Context: an optimization exercise on an open-source flow, tuned for small area and a short achievable clock period. The choices shown serve that exercise and are no tape-out recipe.
Where RTL was checked, it was by simulation tests only, not by an equivalence proof against the original.
Power figures rest on the tool's default switching activity, not on a simulated workload.

run 1:
==> flow/design.v <==
package neuron_pe_pkg;
	typedef logic signed [32-1:0] pe_word_t;
	typedef logic [$clog2(16)-1:0] wgt_idx_t;
	typedef logic [$clog2(8)-1:0]  in_idx_t;
	typedef logic [$clog2(4)-1:0] out_idx_t;
	typedef logic [2-1:0] pe_cnt_t;
	typedef enum logic [2:0] {
		op_idle    = 3'd0,
		op_load    = 3'd1,
		op_ma      = 3'd2,
		op_mab     = 3'd3,
		op_nop     = 3'd4,
		op_bias    = 3'd5,
		op_act     = 3'd6,
		op_act_clr = 3'd7
	} pe_op_t;
	typedef struct packed {
		pe_op_t op;
		logic   issue;
		logic   commit;
	} pe_step_t;
endpackage
module op_sequencer
(
	input  logic     clock,
	input  logic     reset,
	input  neuron_pe_pkg::pe_op_t   ctrl,
	output neuron_pe_pkg::pe_step_t step,
	output neuron_pe_pkg::pe_cnt_t  cnt
);
	logic    timed;
	assign timed = !(ctrl == neuron_pe_pkg::op_load || ctrl == neuron_pe_pkg::op_nop);
	always_ff @(posedge clock)
	begin
		if (reset || !timed)
			cnt <= '0;
		else
			cnt <= cnt + neuron_pe_pkg::pe_cnt_t'(1);
	end
	assign step.op     = ctrl;
	assign step.issue  = timed && (cnt == '0);
	assign step.commit = timed && (cnt == neuron_pe_pkg::pe_cnt_t'(3));
endmodule
module weight_store
(
	input  logic     clock,
	input  logic     reset,
	input  neuron_pe_pkg::pe_op_t   ctrl,
	input  neuron_pe_pkg::pe_word_t data_in,
	input  neuron_pe_pkg::pe_step_t step,
	input  neuron_pe_pkg::pe_cnt_t  cnt,
	output logic [7:0] wbyte
);
	neuron_pe_pkg::pe_word_t mem [16];
	neuron_pe_pkg::wgt_idx_t wr_ptr;
	neuron_pe_pkg::wgt_idx_t wr_ptr_nxt;
	logic [16-1:0] rd_hot;
	logic     full;
	logic     load_en;
	logic     is_mult;
	neuron_pe_pkg::pe_word_t cur;
	assign load_en = (ctrl == neuron_pe_pkg::op_load) && !full;
	assign is_mult = (step.op == neuron_pe_pkg::op_ma || step.op == neuron_pe_pkg::op_mab || step.op == neuron_pe_pkg::op_bias);
	assign wr_ptr_nxt = wr_ptr + neuron_pe_pkg::wgt_idx_t'(1);
	always_ff @(posedge clock)
	begin
		if (reset)
		begin
			wr_ptr <= '0;
			rd_hot <= 16'(1);
			full   <= 1'b0;
		end
		else
		begin
			if (load_en)
			begin
				wr_ptr <= wr_ptr_nxt;
				if (rd_hot[wr_ptr_nxt])
					full <= 1'b1;
			end
			if (step.commit && is_mult)
			begin
				rd_hot <= {rd_hot[16-2:0], rd_hot[16-1]};
			end
		end
	end
	always_ff @(posedge clock)
	begin
		if (load_en)
			mem[wr_ptr] <= data_in;
	end
	always_comb
	begin
		cur = '0;
		for (int i = 0; i < 16; i++)
			cur = cur | (mem[i] & {32{rd_hot[i]}});
	end
	always_ff @(posedge clock)
	begin
		if (reset || !is_mult)
			wbyte <= '0;
		else
			wbyte <= cur[8*cnt +: 8];
	end
endmodule
module input_buffer
(
	input  logic     clock,
	input  logic     reset,
	input  neuron_pe_pkg::pe_word_t data_in,
	input  neuron_pe_pkg::pe_step_t step,
	output neuron_pe_pkg::pe_word_t replay
);
	typedef logic [8-1:0] hot_t;
	neuron_pe_pkg::pe_word_t mem [8];
	neuron_pe_pkg::in_idx_t wr_ptr;
	neuron_pe_pkg::in_idx_t wr_ptr_nxt;
	hot_t    wr_dec;
	hot_t    rd_hot;
	neuron_pe_pkg::in_idx_t start_ptr;
	hot_t    start_dec;
	logic    full;
	logic    rec_en;
	assign rec_en = step.issue && (step.op == neuron_pe_pkg::op_ma) && !full;
	assign wr_ptr_nxt = wr_ptr + neuron_pe_pkg::in_idx_t'(1);
	assign wr_dec     = hot_t'(1) << wr_ptr;
	assign start_dec  = hot_t'(1) << start_ptr;
	always_ff @(posedge clock)
	begin
		if (reset)
		begin
			wr_ptr    <= '0;
			rd_hot    <= hot_t'(1);
			start_ptr <= '0;
			full      <= 1'b0;
		end
		else if (step.commit)
		begin
			case (step.op)
				neuron_pe_pkg::op_ma:
				begin
					if (!full)
					begin
						wr_ptr <= wr_ptr_nxt;
						if (rd_hot[wr_ptr_nxt])
							full <= 1'b1;
					end
				end
				neuron_pe_pkg::op_mab:
					rd_hot <= {rd_hot[8-2:0], rd_hot[8-1]};
				neuron_pe_pkg::op_act:
					rd_hot <= start_dec;
				neuron_pe_pkg::op_act_clr:
				begin
					rd_hot    <= wr_dec;
					start_ptr <= wr_ptr;
					full      <= 1'b0;
				end
				default:
				begin
				end
			endcase
		end
	end
	always_ff @(posedge clock)
	begin
		for (int i = 0; i < 8; i++)
			if (rec_en && wr_ptr == i)
				mem[i] <= data_in;
	end
	always_comb
	begin
		replay = '0;
		for (int i = 0; i < 8; i++)
			replay = replay | (mem[i] & {32{rd_hot[i]}});
	end
endmodule
module mac_unit
(
	input  logic     clock,
	input  logic     reset,
	input  neuron_pe_pkg::pe_word_t data_in,
	input  logic [7:0] wbyte,
	input  neuron_pe_pkg::pe_word_t replay,
	input  neuron_pe_pkg::pe_step_t step,
	output neuron_pe_pkg::pe_word_t acc
);
	typedef logic [31:0] w32_t;
	w32_t mul_a;
	w32_t acc_s;
	w32_t acc_c;
	logic is_act;
	assign is_act = (step.op == neuron_pe_pkg::op_act || step.op == neuron_pe_pkg::op_act_clr);
	always_ff @(posedge clock)
	begin
		if (step.issue)
		begin
			case (step.op)
				neuron_pe_pkg::op_ma:   mul_a <= data_in;
				neuron_pe_pkg::op_mab:  mul_a <= replay;
				neuron_pe_pkg::op_bias: mul_a <= 32'd1;
				default:                mul_a <= '0;
			endcase
		end
		else
			mul_a <= {mul_a[23:0], 8'd0};
	end
	w32_t r0 [10];
	w32_t r1 [7];
	w32_t r2 [5];
	w32_t r3 [4];
	w32_t r4 [3];
	w32_t nxt_s;
	w32_t nxt_c;
	assign r0[0] = acc_s;
	assign r0[1] = acc_c;
	genvar j;
	generate
		for (j = 0; j < 8; j++)
		begin : g_pp
			assign r0[2 + j] = (mul_a << j) & {32{wbyte[j]}};
		end
	endgenerate
	assign r1[0] = r0[0] ^ r0[1] ^ r0[2];
	assign r1[1] = ((r0[0] & r0[1]) | (r0[0] & r0[2]) | (r0[1] & r0[2])) << 1;
	assign r1[2] = r0[3] ^ r0[4] ^ r0[5];
	assign r1[3] = ((r0[3] & r0[4]) | (r0[3] & r0[5]) | (r0[4] & r0[5])) << 1;
	assign r1[4] = r0[6] ^ r0[7] ^ r0[8];
	assign r1[5] = ((r0[6] & r0[7]) | (r0[6] & r0[8]) | (r0[7] & r0[8])) << 1;
	assign r1[6] = r0[9];
	assign r2[0] = r1[0] ^ r1[1] ^ r1[2];
	assign r2[1] = ((r1[0] & r1[1]) | (r1[0] & r1[2]) | (r1[1] & r1[2])) << 1;
	assign r2[2] = r1[3] ^ r1[4] ^ r1[5];
	assign r2[3] = ((r1[3] & r1[4]) | (r1[3] & r1[5]) | (r1[4] & r1[5])) << 1;
	assign r2[4] = r1[6];
	assign r3[0] = r2[0] ^ r2[1] ^ r2[2];
	assign r3[1] = ((r2[0] & r2[1]) | (r2[0] & r2[2]) | (r2[1] & r2[2])) << 1;
	assign r3[2] = r2[3];
	assign r3[3] = r2[4];
	assign r4[0] = r3[0] ^ r3[1] ^ r3[2];
	assign r4[1] = ((r3[0] & r3[1]) | (r3[0] & r3[2]) | (r3[1] & r3[2])) << 1;
	assign r4[2] = r3[3];
	assign nxt_s = r4[0] ^ r4[1] ^ r4[2];
	assign nxt_c = ((r4[0] & r4[1]) | (r4[0] & r4[2]) | (r4[1] & r4[2])) << 1;
	always_ff @(posedge clock)
	begin
		if (reset || (step.commit && is_act))
		begin
			acc_s <= '0;
			acc_c <= '0;
		end
		else
		begin
			acc_s <= nxt_s;
			acc_c <= nxt_c;
		end
	end
	assign acc = acc_s + acc_c;
endmodule
module output_buffer
(
	input  logic     clock,
	input  logic     reset,
	input  neuron_pe_pkg::pe_step_t step,
	input  logic     output_ctrl,
	input  neuron_pe_pkg::pe_word_t acc,
	output neuron_pe_pkg::pe_word_t data_out
);
	neuron_pe_pkg::pe_word_t mem [4];
	neuron_pe_pkg::out_idx_t wr_ptr;
	neuron_pe_pkg::out_idx_t wr_ptr_nxt;
	neuron_pe_pkg::out_idx_t rd_ptr;
	neuron_pe_pkg::out_idx_t rd_ptr_nxt;
	logic     full;
	logic     push;
	logic     pop;
	assign push = step.commit && (step.op == neuron_pe_pkg::op_act || step.op == neuron_pe_pkg::op_act_clr) && !full;
	assign pop  = step.commit && (step.op == neuron_pe_pkg::op_idle) && output_ctrl;
	assign wr_ptr_nxt = wr_ptr + neuron_pe_pkg::out_idx_t'(1);
	assign rd_ptr_nxt = rd_ptr + neuron_pe_pkg::out_idx_t'(1);
	always_ff @(posedge clock)
	begin
		if (reset)
		begin
			wr_ptr <= '0;
			rd_ptr <= '0;
			full   <= 1'b0;
		end
		else
		begin
			if (push)
			begin
				wr_ptr <= wr_ptr_nxt;
				if (wr_ptr_nxt == rd_ptr)
					full <= 1'b1;
			end
			if (pop)
				rd_ptr <= rd_ptr_nxt;
		end
	end
	always_ff @(posedge clock)
	begin
		if (push)
			mem[wr_ptr] <= acc;
	end
	assign data_out = mem[rd_ptr];
endmodule
module neuron_pe
(
	input  logic     clock,
	input  logic     reset,
	input  logic [2:0]  ctrl,
	input  logic        output_ctrl,
	input  logic [31:0] data_in,
	output logic [31:0] data_out,
	output logic     data_out_valid
);
	neuron_pe_pkg::pe_op_t   ctrl_op;
	neuron_pe_pkg::pe_step_t step;
	neuron_pe_pkg::pe_cnt_t  cnt;
	logic [7:0]              wbyte;
	neuron_pe_pkg::pe_word_t replay;
	neuron_pe_pkg::pe_word_t acc;
	assign ctrl_op = neuron_pe_pkg::pe_op_t'(ctrl);
	assign data_out_valid = output_ctrl && (ctrl_op == neuron_pe_pkg::op_idle);
	op_sequencer i_op_sequencer (
		.clock (clock),
		.reset (reset),
		.ctrl  (ctrl_op),
		.step  (step),
		.cnt   (cnt)
	);
	weight_store i_weight_store (
		.clock   (clock),
		.reset   (reset),
		.ctrl    (ctrl_op),
		.data_in (data_in),
		.step    (step),
		.cnt     (cnt),
		.wbyte   (wbyte)
	);
	input_buffer i_input_buffer (
		.clock   (clock),
		.reset   (reset),
		.data_in (data_in),
		.step    (step),
		.replay  (replay)
	);
	mac_unit i_mac_unit (
		.clock   (clock),
		.reset   (reset),
		.data_in (data_in),
		.wbyte   (wbyte),
		.replay  (replay),
		.step    (step),
		.acc     (acc)
	);
	output_buffer i_output_buffer (
		.clock       (clock),
		.reset       (reset),
		.step        (step),
		.output_ctrl (output_ctrl),
		.acc         (acc),
		.data_out    (data_out)
	);
endmodule
export LEC_CHECK = 0
export CAP_MARGIN = 20
export CORE_MARGIN = 2
export CORE_UTILIZATION = 40
export CTS_BUF_LIST = sky130_fd_sc_hd__clkbuf_8
export CTS_CLUSTER_DIAMETER = 50
export CTS_CLUSTER_SIZE = 20
export SETUP_SLACK_MARGIN = 4.5
export SLEW_MARGIN = 20
export TNS_END_PERCENT = 1
create_clock -name core_clock -period 8.0 [get_ports {clock}]
run.sh (not shown) runs the stock make flow with config.mk's settings and CLKGATE_MAP_FILE= SYNTH_SCRIPT=/design/flow/synth_recipe.tcl, a recipe that flattens the netlist after the stock synthesis.
Inputs modified between run 1 and run 2:
--- a/flow/design.v
+++ b/flow/design.v
@@ -16,6 +16,7 @@
 	} pe_op_t;
 	typedef struct packed {
 		pe_op_t op;
+		pe_op_t held;
 		logic   issue;
 		logic   commit;
 	} pe_step_t;
@@ -37,9 +38,14 @@
 		else
 			cnt <= cnt + neuron_pe_pkg::pe_cnt_t'(1);
 	end
+	always_ff @(posedge clock)
+	begin
+		if (step.issue)
+			step.held <= ctrl;
+	end
 	assign step.op     = ctrl;
 	assign step.issue  = timed && (cnt == '0);
-	assign step.commit = timed && (cnt == neuron_pe_pkg::pe_cnt_t'(3));
+	assign step.commit = (cnt == neuron_pe_pkg::pe_cnt_t'(3)) && !reset;
 endmodule
 module weight_store
 (
@@ -58,9 +64,11 @@
 	logic     full;
 	logic     load_en;
 	logic     is_mult;
+	logic     adv;
 	neuron_pe_pkg::pe_word_t cur;
 	assign load_en = (ctrl == neuron_pe_pkg::op_load) && !full;
 	assign is_mult = (step.op == neuron_pe_pkg::op_ma || step.op == neuron_pe_pkg::op_mab || step.op == neuron_pe_pkg::op_bias);
+	assign adv     = step.commit && (step.held == neuron_pe_pkg::op_ma || step.held == neuron_pe_pkg::op_mab || step.held == neuron_pe_pkg::op_bias);
 	assign wr_ptr_nxt = wr_ptr + neuron_pe_pkg::wgt_idx_t'(1);
 	always_ff @(posedge clock)
 	begin
@@ -78,7 +86,7 @@
 				if (rd_hot[wr_ptr_nxt])
 					full <= 1'b1;
 			end
-			if (step.commit && is_mult)
+			if (adv)
 			begin
 				rd_hot <= {rd_hot[16-2:0], rd_hot[16-1]};
 			end
@@ -107,7 +115,7 @@
 (
 	input  logic     clock,
 	input  logic     reset,
-	input  neuron_pe_pkg::pe_word_t data_in,
+	input  neuron_pe_pkg::pe_word_t mul_a,
 	input  neuron_pe_pkg::pe_step_t step,
 	output neuron_pe_pkg::pe_word_t replay
 );
@@ -121,7 +129,10 @@
 	hot_t    start_dec;
 	logic    full;
 	logic    rec_en;
-	assign rec_en = step.issue && (step.op == neuron_pe_pkg::op_ma) && !full;
+	always_ff @(posedge clock)
+	begin
+		rec_en <= step.issue && (step.op == neuron_pe_pkg::op_ma) && !full;
+	end
 	assign wr_ptr_nxt = wr_ptr + neuron_pe_pkg::in_idx_t'(1);
 	assign wr_dec     = hot_t'(1) << wr_ptr;
 	assign start_dec  = hot_t'(1) << start_ptr;
@@ -136,7 +147,7 @@
 		end
 		else if (step.commit)
 		begin
-			case (step.op)
+			case (step.held)
 				neuron_pe_pkg::op_ma:
 				begin
 					if (!full)
@@ -166,7 +177,7 @@
 	begin
 		for (int i = 0; i < 8; i++)
 			if (rec_en && wr_ptr == i)
-				mem[i] <= data_in;
+				mem[i] <= mul_a;
 	end
 	always_comb
 	begin
@@ -183,14 +194,15 @@
 	input  logic [7:0] wbyte,
 	input  neuron_pe_pkg::pe_word_t replay,
 	input  neuron_pe_pkg::pe_step_t step,
-	output neuron_pe_pkg::pe_word_t acc
+	output neuron_pe_pkg::pe_word_t acc,
+	output neuron_pe_pkg::pe_word_t opnd
 );
 	typedef logic [31:0] w32_t;
 	w32_t mul_a;
 	w32_t acc_s;
 	w32_t acc_c;
 	logic is_act;
-	assign is_act = (step.op == neuron_pe_pkg::op_act || step.op == neuron_pe_pkg::op_act_clr);
+	assign is_act = (step.held == neuron_pe_pkg::op_act || step.held == neuron_pe_pkg::op_act_clr);
 	always_ff @(posedge clock)
 	begin
 		if (step.issue)
@@ -256,6 +268,7 @@
 		end
 	end
 	assign acc = acc_s + acc_c;
+	assign opnd = mul_a;
 endmodule
 module output_buffer
 (
@@ -274,8 +287,8 @@
 	logic     full;
 	logic     push;
 	logic     pop;
-	assign push = step.commit && (step.op == neuron_pe_pkg::op_act || step.op == neuron_pe_pkg::op_act_clr) && !full;
-	assign pop  = step.commit && (step.op == neuron_pe_pkg::op_idle) && output_ctrl;
+	assign push = step.commit && (step.held == neuron_pe_pkg::op_act || step.held == neuron_pe_pkg::op_act_clr) && !full;
+	assign pop  = step.commit && (step.held == neuron_pe_pkg::op_idle) && output_ctrl;
 	assign wr_ptr_nxt = wr_ptr + neuron_pe_pkg::out_idx_t'(1);
 	assign rd_ptr_nxt = rd_ptr + neuron_pe_pkg::out_idx_t'(1);
 	always_ff @(posedge clock)
@@ -321,6 +334,7 @@
 	logic [7:0]              wbyte;
 	neuron_pe_pkg::pe_word_t replay;
 	neuron_pe_pkg::pe_word_t acc;
+	neuron_pe_pkg::pe_word_t opnd;
 	assign ctrl_op = neuron_pe_pkg::pe_op_t'(ctrl);
 	assign data_out_valid = output_ctrl && (ctrl_op == neuron_pe_pkg::op_idle);
 	op_sequencer i_op_sequencer (
@@ -342,7 +356,7 @@
 	input_buffer i_input_buffer (
 		.clock   (clock),
 		.reset   (reset),
-		.data_in (data_in),
+		.mul_a   (opnd),
 		.step    (step),
 		.replay  (replay)
 	);
@@ -353,7 +367,8 @@
 		.wbyte   (wbyte),
 		.replay  (replay),
 		.step    (step),
-		.acc     (acc)
+		.acc     (acc),
+		.opnd    (opnd)
 	);
 	output_buffer i_output_buffer (
 		.clock       (clock),
- Run 2: full flow OK, the timing, DRC and antenna checks passed
- Taking run 1 as the reference, in run 2 share of cell area taken by flip-flops and latches was more or less identical; detailed-route via count up about 2%; power moved up; proportion of power drawn by combinational gates fell by 0.4 points; area after synthesis comparable.
- Looking only at largest stage delay on the critical path, and setting everything else aside, the lower value of run 1 and run 2 goes to run 2.
- Compared with run 1, in run 2 worst path arrival time moved down, global-route usage over all layers now larger.
The RTL of run 1 was laid out without a check of its function.

[re-timing with driven ports]
The results above use ideal ports. As a check the final layouts listed here were re-extracted and re-timed, cells and wires unchanged.
Step 1: set_driving_cell puts a clkbuf_16 on clock and a buf_2 on each other input, an assumption about the parent block.
Step 2 times the ports against the registers' clock, not the clock port: input delays grow and output delays shrink by t, the midpoint of the rising clock arrivals with the driver on.
Slacks: ideal / step 1 / step 2; pairs: ideal / step 1.
| run | t, ns | slack for setup (ns) | hold slack, ns | worst setup path after step 2 |
|---|---|---|---|---|
| run 1 | 0.835 | 4.177 / 4.127 / 3.595 | 0.474 / 0.474 / 0.474 | input to register |
| run 2 | 0.840 | 4.210 / 4.069 / 3.647 | 0.489 / 0.489 / 0.489 | input to register |
After both steps setup and hold are still met in every run listed. The setup slack of run 1, which loses most, moves by -0.050 ns with the drivers and by -0.582 ns with both steps.
